This is an optimization exercise on Yosys and OpenROAD, whose aim is small area, not a production implementation. In this exercise RTL edits were held to simulation tests only and were not proved equivalent to the original. Power and IR drop assume default switching activity.

## JK
==> flow/design.v <==
module axis_lbus_seg_packer #(
  parameter int NSEG      = 4,
  parameter int SEG_BYTES = 16
) (
  input  logic                      clk,
  input  logic                      rst_n,
  input  logic [NSEG*128-1:0]       s_axis_tdata,
  input  logic [NSEG*SEG_BYTES-1:0] s_axis_tkeep,
  input  logic                      s_axis_tlast,
  input  logic                      s_axis_tvalid,
  output logic                      s_axis_tready,
  output logic [NSEG*128-1:0]       lbus_data,
  output logic [NSEG-1:0]           lbus_ena,
  output logic [NSEG-1:0]           lbus_sop,
  output logic [NSEG-1:0]           lbus_eop,
  output logic [NSEG-1:0]           lbus_err,
  output logic [NSEG*4-1:0]         lbus_mty,
  input  logic                      lbus_rdy
);
  localparam int PW = NSEG*128 + NSEG*4 + 2;   
  logic [NSEG-1:0]   cv_ena;
  logic [NSEG*4-1:0] cv_mty;
  logic              any_en, cv_err;
  logic tready_q, skid_v_q, in_pkt_q, bad_pkt_q, out_pkt_q;
  logic [PW-1:0] cv_pay, skid_q, out_q, m_pay;
  logic          out_eop_q, out_err_q;
  assign any_en = |s_axis_tkeep;
  always_comb begin : convert
    cv_ena = '0;
    cv_mty = '0;
    for (int s = 0; s < NSEG; s++) begin
      cv_ena[s] = |s_axis_tkeep[SEG_BYTES*s +: SEG_BYTES];
      for (int b = SEG_BYTES-1; b >= 0; b--) begin
        if (s_axis_tkeep[SEG_BYTES*s + b]) cv_mty[4*s +: 4] = 4'(b);
      end
    end
    if (!any_en) begin
      cv_ena[0]   = s_axis_tlast;
      cv_mty[3:0] = {4{s_axis_tlast}};
    end
  end
  logic viol;
  always_comb begin : keep_check
    logic below, above;
    logic [NSEG-1:0] en;
    viol  = 1'b0;
    below = 1'b0;
    for (int s = 0; s < NSEG; s++) en[s] = |s_axis_tkeep[SEG_BYTES*s +: SEG_BYTES];
    for (int s = 0; s < NSEG; s++) begin
      above = 1'b0;
      for (int t = 0; t < NSEG; t++) if (t > s) above = above | en[t];
      if (en[s]) begin
        for (int b = 0; b < SEG_BYTES-1; b++)
          if (s_axis_tkeep[SEG_BYTES*s + b] && !s_axis_tkeep[SEG_BYTES*s + b + 1]) viol = 1'b1;
        if (!s_axis_tkeep[SEG_BYTES*s] && (above || !s_axis_tlast)) viol = 1'b1;
      end else begin
        if (below && above) viol = 1'b1;
        if (above && !below && in_pkt_q) viol = 1'b1;
        if (below && !above && !s_axis_tlast) viol = 1'b1;
      end
      below = below | en[s];
    end
  end
  assign cv_err = ~any_en | bad_pkt_q | viol;
  logic [NSEG-1:0] out_ena_q, skid_ena_q, m_ena;
  logic            out_v, adv, hold, push;
  logic            out_v2_q;   
  assign out_v = |out_ena_q;
  assign adv   = ~out_v | lbus_rdy;
  assign hold  = out_v2_q & ~lbus_rdy;
  assign push  = s_axis_tvalid & tready_q & (any_en | s_axis_tlast);
  assign m_ena = ({NSEG{s_axis_tvalid & tready_q}} & cv_ena) | ({NSEG{skid_v_q}} & skid_ena_q);
  always_ff @(posedge clk or negedge rst_n) begin
    if (!rst_n) begin
      out_ena_q <= '0;
      out_v2_q  <= 1'b0;
      skid_v_q  <= 1'b0;
      tready_q  <= 1'b0;
      in_pkt_q  <= 1'b0;
      bad_pkt_q <= 1'b0;
      out_pkt_q <= 1'b0;
    end else begin
      if (adv) out_ena_q <= m_ena;
      if (adv) out_v2_q  <= |m_ena;
      skid_v_q <= ~adv & (skid_v_q | push);
      tready_q <= ~(~adv & (skid_v_q | push));
      if (push) begin
        in_pkt_q  <= ~s_axis_tlast;
        bad_pkt_q <= ~s_axis_tlast & (bad_pkt_q | viol);
      end
      if (out_v & lbus_rdy) out_pkt_q <= ~out_eop_q;
    end
  end
  assign cv_pay = {cv_err, s_axis_tlast, cv_mty, s_axis_tdata};
  assign m_pay  = ({PW{tready_q}} & cv_pay) | ({PW{skid_v_q}} & skid_q);
  always_ff @(posedge clk) begin
    skid_ena_q <= m_ena;
    skid_q     <= m_pay;
    out_q      <= (m_pay & {PW{adv}}) | (out_q & {PW{hold}});
  end
  assign out_eop_q = out_q[PW-2];
  assign out_err_q = out_q[PW-1];
  logic [NSEG-1:0] lowest, highest;
  always_comb begin
    logic seen;
    seen = 1'b0;
    for (int s = 0; s < NSEG; s++) begin
      lowest[s] = out_ena_q[s] & ~seen;
      seen      = seen | out_ena_q[s];
    end
    seen = 1'b0;
    for (int s = NSEG-1; s >= 0; s--) begin
      highest[s] = out_ena_q[s] & ~seen;
      seen       = seen | out_ena_q[s];
    end
  end
  assign s_axis_tready = tready_q;
  assign lbus_data     = out_q[NSEG*128-1:0];
  assign lbus_mty      = out_q[NSEG*128 +: NSEG*4];
  assign lbus_ena      = out_ena_q;
  assign lbus_sop      = lowest & {NSEG{~out_pkt_q}};
  assign lbus_eop      = highest & {NSEG{out_eop_q}};
  assign lbus_err      = highest & {NSEG{out_eop_q & out_err_q}};
endmodule
clock: 4.0 ns
lec_check: 0
abc_area: 1
cap_margin: 20
core_area: 4 4 636 136
die_area: 0 0 640 140
slew_margin: 20
standard.sh (not shown) runs the stock make flow with config.mk's settings and CLKGATE_MAP_FILE= SYNTH_SCRIPT=/design/flow/synth_recipe.tcl, a recipe that flattens the netlist after the stock synthesis.
==> flow/flow/run.sh <==
#!/bin/bash
# Standard layout, with the port buffers made of the smallest buffer cell and a clock tree
# of small clustered buffers without dummy loads.
set -euo pipefail
bash standard.sh "BUFFER_PORTS_ARGS=-buffer_cell sky130_fd_sc_hd__buf_1" REMOVE_ABC_BUFFERS=1 \
  "CTS_ARGS=-sink_clustering_enable -repair_clock_nets -sink_clustering_size 16 -sink_clustering_max_diameter 45 -buf_list sky130_fd_sc_hd__clkbuf_8 -dont_use_dummy_load" \
  finish > run_standard.log 2>&1
Edits applied to the flow inputs when going from JK to MS:
- CORE_AREA changed from 4 4 636 136 to 4 4 386 386
- DIE_AREA changed from 0 0 640 140 to 0 0 390 390
==> flow/flow/run.sh <==
#!/bin/bash
# Standard layout, with the port buffers made of the smallest buffer cell and a clock tree
# of small clustered buffers without dummy loads.
set -euo pipefail
bash standard.sh "BUFFER_PORTS_ARGS=-buffer_cell sky130_fd_sc_hd__buf_1" \
  "CTS_ARGS=-sink_clustering_enable -repair_clock_nets -sink_clustering_size 16 -sink_clustering_max_diameter 50 -buf_list {sky130_fd_sc_hd__clkbuf_4 sky130_fd_sc_hd__clkbuf_8} -dont_use_dummy_load" \
  finish > run_standard.log 2>&1
## What came out
- Relative to JK, the cell area after placement measured on MS has increased by a few percent.
- MS: worst setup slack after layout lower than JK
- On MS: chip height is 180% higher than what JK gave.
- s_axis_tready as the critical path capture point was reported by JK, and lbus_sop[3] by MS.
- Looking at start point of the critical path, the out_ena_q[1] result is from MS; the tready_q one comes from JK.


// axis_lbus_seg_packer: RTL as listed in full above, without the edits since
Settings: LEC_CHECK=0, ABC_AREA=1, CAP_MARGIN=20, CORE_AREA=4 4 386 386, DIE_AREA=0 0 390 390, SLEW_MARGIN=20; clock period 4.0 ns.
==> flow/flow/run.sh <==
#!/bin/bash
# Standard layout, with the port buffers made of the smallest buffer cell and a clock tree
# of small clustered buffers without dummy loads.
set -euo pipefail
bash standard.sh "BUFFER_PORTS_ARGS=-buffer_cell sky130_fd_sc_hd__buf_1" \
  "CTS_ARGS=-sink_clustering_enable -repair_clock_nets -sink_clustering_size 20 -sink_clustering_max_diameter 60 -buf_list sky130_fd_sc_hd__clkbuf_8 -dont_use_dummy_load" \
  finish > run_standard.log 2>&1
The first run finished with timing, DRC and antenna clean.
Rerun with:
==> flow/flow/run.sh (replaced) <==
#!/bin/bash
# Standard layout, with the port buffers made of the smallest buffer cell and a clock tree
# of small clustered buffers without dummy loads.
set -euo pipefail
bash standard.sh "BUFFER_PORTS_ARGS=-buffer_cell sky130_fd_sc_hd__buf_1" REMOVE_ABC_BUFFERS=1 \
  "CTS_ARGS=-sink_clustering_enable -repair_clock_nets -sink_clustering_size 30 -sink_clustering_max_diameter 50 -buf_list sky130_fd_sc_hd__clkbuf_16 -dont_use_dummy_load" \
  finish > run_standard.log 2>&1
PLACE_DENSITY = 0.85   (was not set)
Result:
- count of clock-buffer cells in the layout is higher by 7
- total power is higher by 10%
- clock power is higher by 46%
- setup slack got worse by 0.13 ns
- routed wire length is higher by 1.6%
- hold slack got worse by 0.0098 ns
- flip-flop and latch count does not change
Rerun with:
==> flow/flow/run.sh (replaced) <==
#!/bin/bash
# Standard layout, with the port buffers made of the smallest buffer cell and a clock tree
# of small clustered buffers without dummy loads.
set -euo pipefail
bash standard.sh "BUFFER_PORTS_ARGS=-buffer_cell sky130_fd_sc_hd__buf_1" REMOVE_ABC_BUFFERS=1 \
  "CTS_ARGS=-sink_clustering_enable -repair_clock_nets -sink_clustering_size 18 -sink_clustering_max_diameter 60 -buf_list sky130_fd_sc_hd__clkbuf_8 -dont_use_dummy_load" \
  finish > run_standard.log 2>&1
PLACE_DENSITY = not set   (was 0.85)
Outcome:
- worst setup slack improved by 0.31 ns
- final cell count falls by 0.35%
- wire length falls by about 9%
- non-clock buffer count rises by 8
- clock power falls by 33%
- die area does not change
- synthesized cell count stays the same
Rerun with:
==> flow/flow/run.sh (replaced) <==
#!/bin/bash
# Standard layout, with the port buffers made of the smallest buffer cell and a clock tree
# of small clustered buffers without dummy loads.
set -euo pipefail
bash standard.sh "BUFFER_PORTS_ARGS=-buffer_cell sky130_fd_sc_hd__buf_1" \
  "CTS_ARGS=-sink_clustering_enable -repair_clock_nets -sink_clustering_size 16 -sink_clustering_max_diameter 50 -buf_list {sky130_fd_sc_hd__clkbuf_4 sky130_fd_sc_hd__clkbuf_8} -dont_use_dummy_load" \
  finish > run_standard.log 2>&1
CAP_MARGIN = 0   (was 20)
SLEW_MARGIN = 0   (was 20)
Routed wire length rose by 7.8%.
Die area is unchanged.
Final area rose by 0.90%.
Fmax fell by 9.2%.
First-iteration DRC count fell by 13%.
Power rose by 2.7%.
Area after synthesis stays the same.

## separate check: timing with driven ports
How much do the figures lean on ideal ports? The routed layouts below were timed once more, with nothing changed but the port constraints.
Step 1 assumes that a clkbuf_16 drives the clock port and a buf_2 every other input.
Step 2, shift: input delay + t, output delay - t, t = (earliest + latest rising clock arrival at the registers) / 2. This alone moves slack from input paths to output paths.
a / b / c = ideal / step 1 / step 2; a / b = the first two.
| run | t (ns) | setup WS [ns] | worst setup path at the end | worst register clock-pin slew, ns | worst slew at a driven data input, ns |
|---|---|---|---|---|---|
| JK | 0.704 | 1.220 / 1.185 / 1.171 | input to register | 0.12 / 0.12 | 0.16 |
| MS | 0.828 | 0.929 / 0.853 / 1.086 | input to register | 0.10 / 0.10 | 0.20 |
| the first run of note 2 | 0.814 | 1.035 / 0.958 / 1.053 | input to register | 0.12 / 0.12 | 0.18 |
| the second run of note 2 | 0.736 | 0.902 / 0.902 / 0.468 | input to register | 0.09 / 0.09 | 0.22 |
| the third run of note 2 | 0.805 | 1.211 / 1.138 / 1.207 | input to register | 0.12 / 0.12 | 0.17 |
| the fourth run of note 2 | 0.828 | 0.929 / 0.853 / 1.086 | input to register | 0.10 / 0.10 | 0.20 |
After both steps setup and hold are still met in every run listed. For the second run of note 2, which loses most, drivers alone change the setup slack by 0.000 ns; drivers and shift together by -0.434 ns.
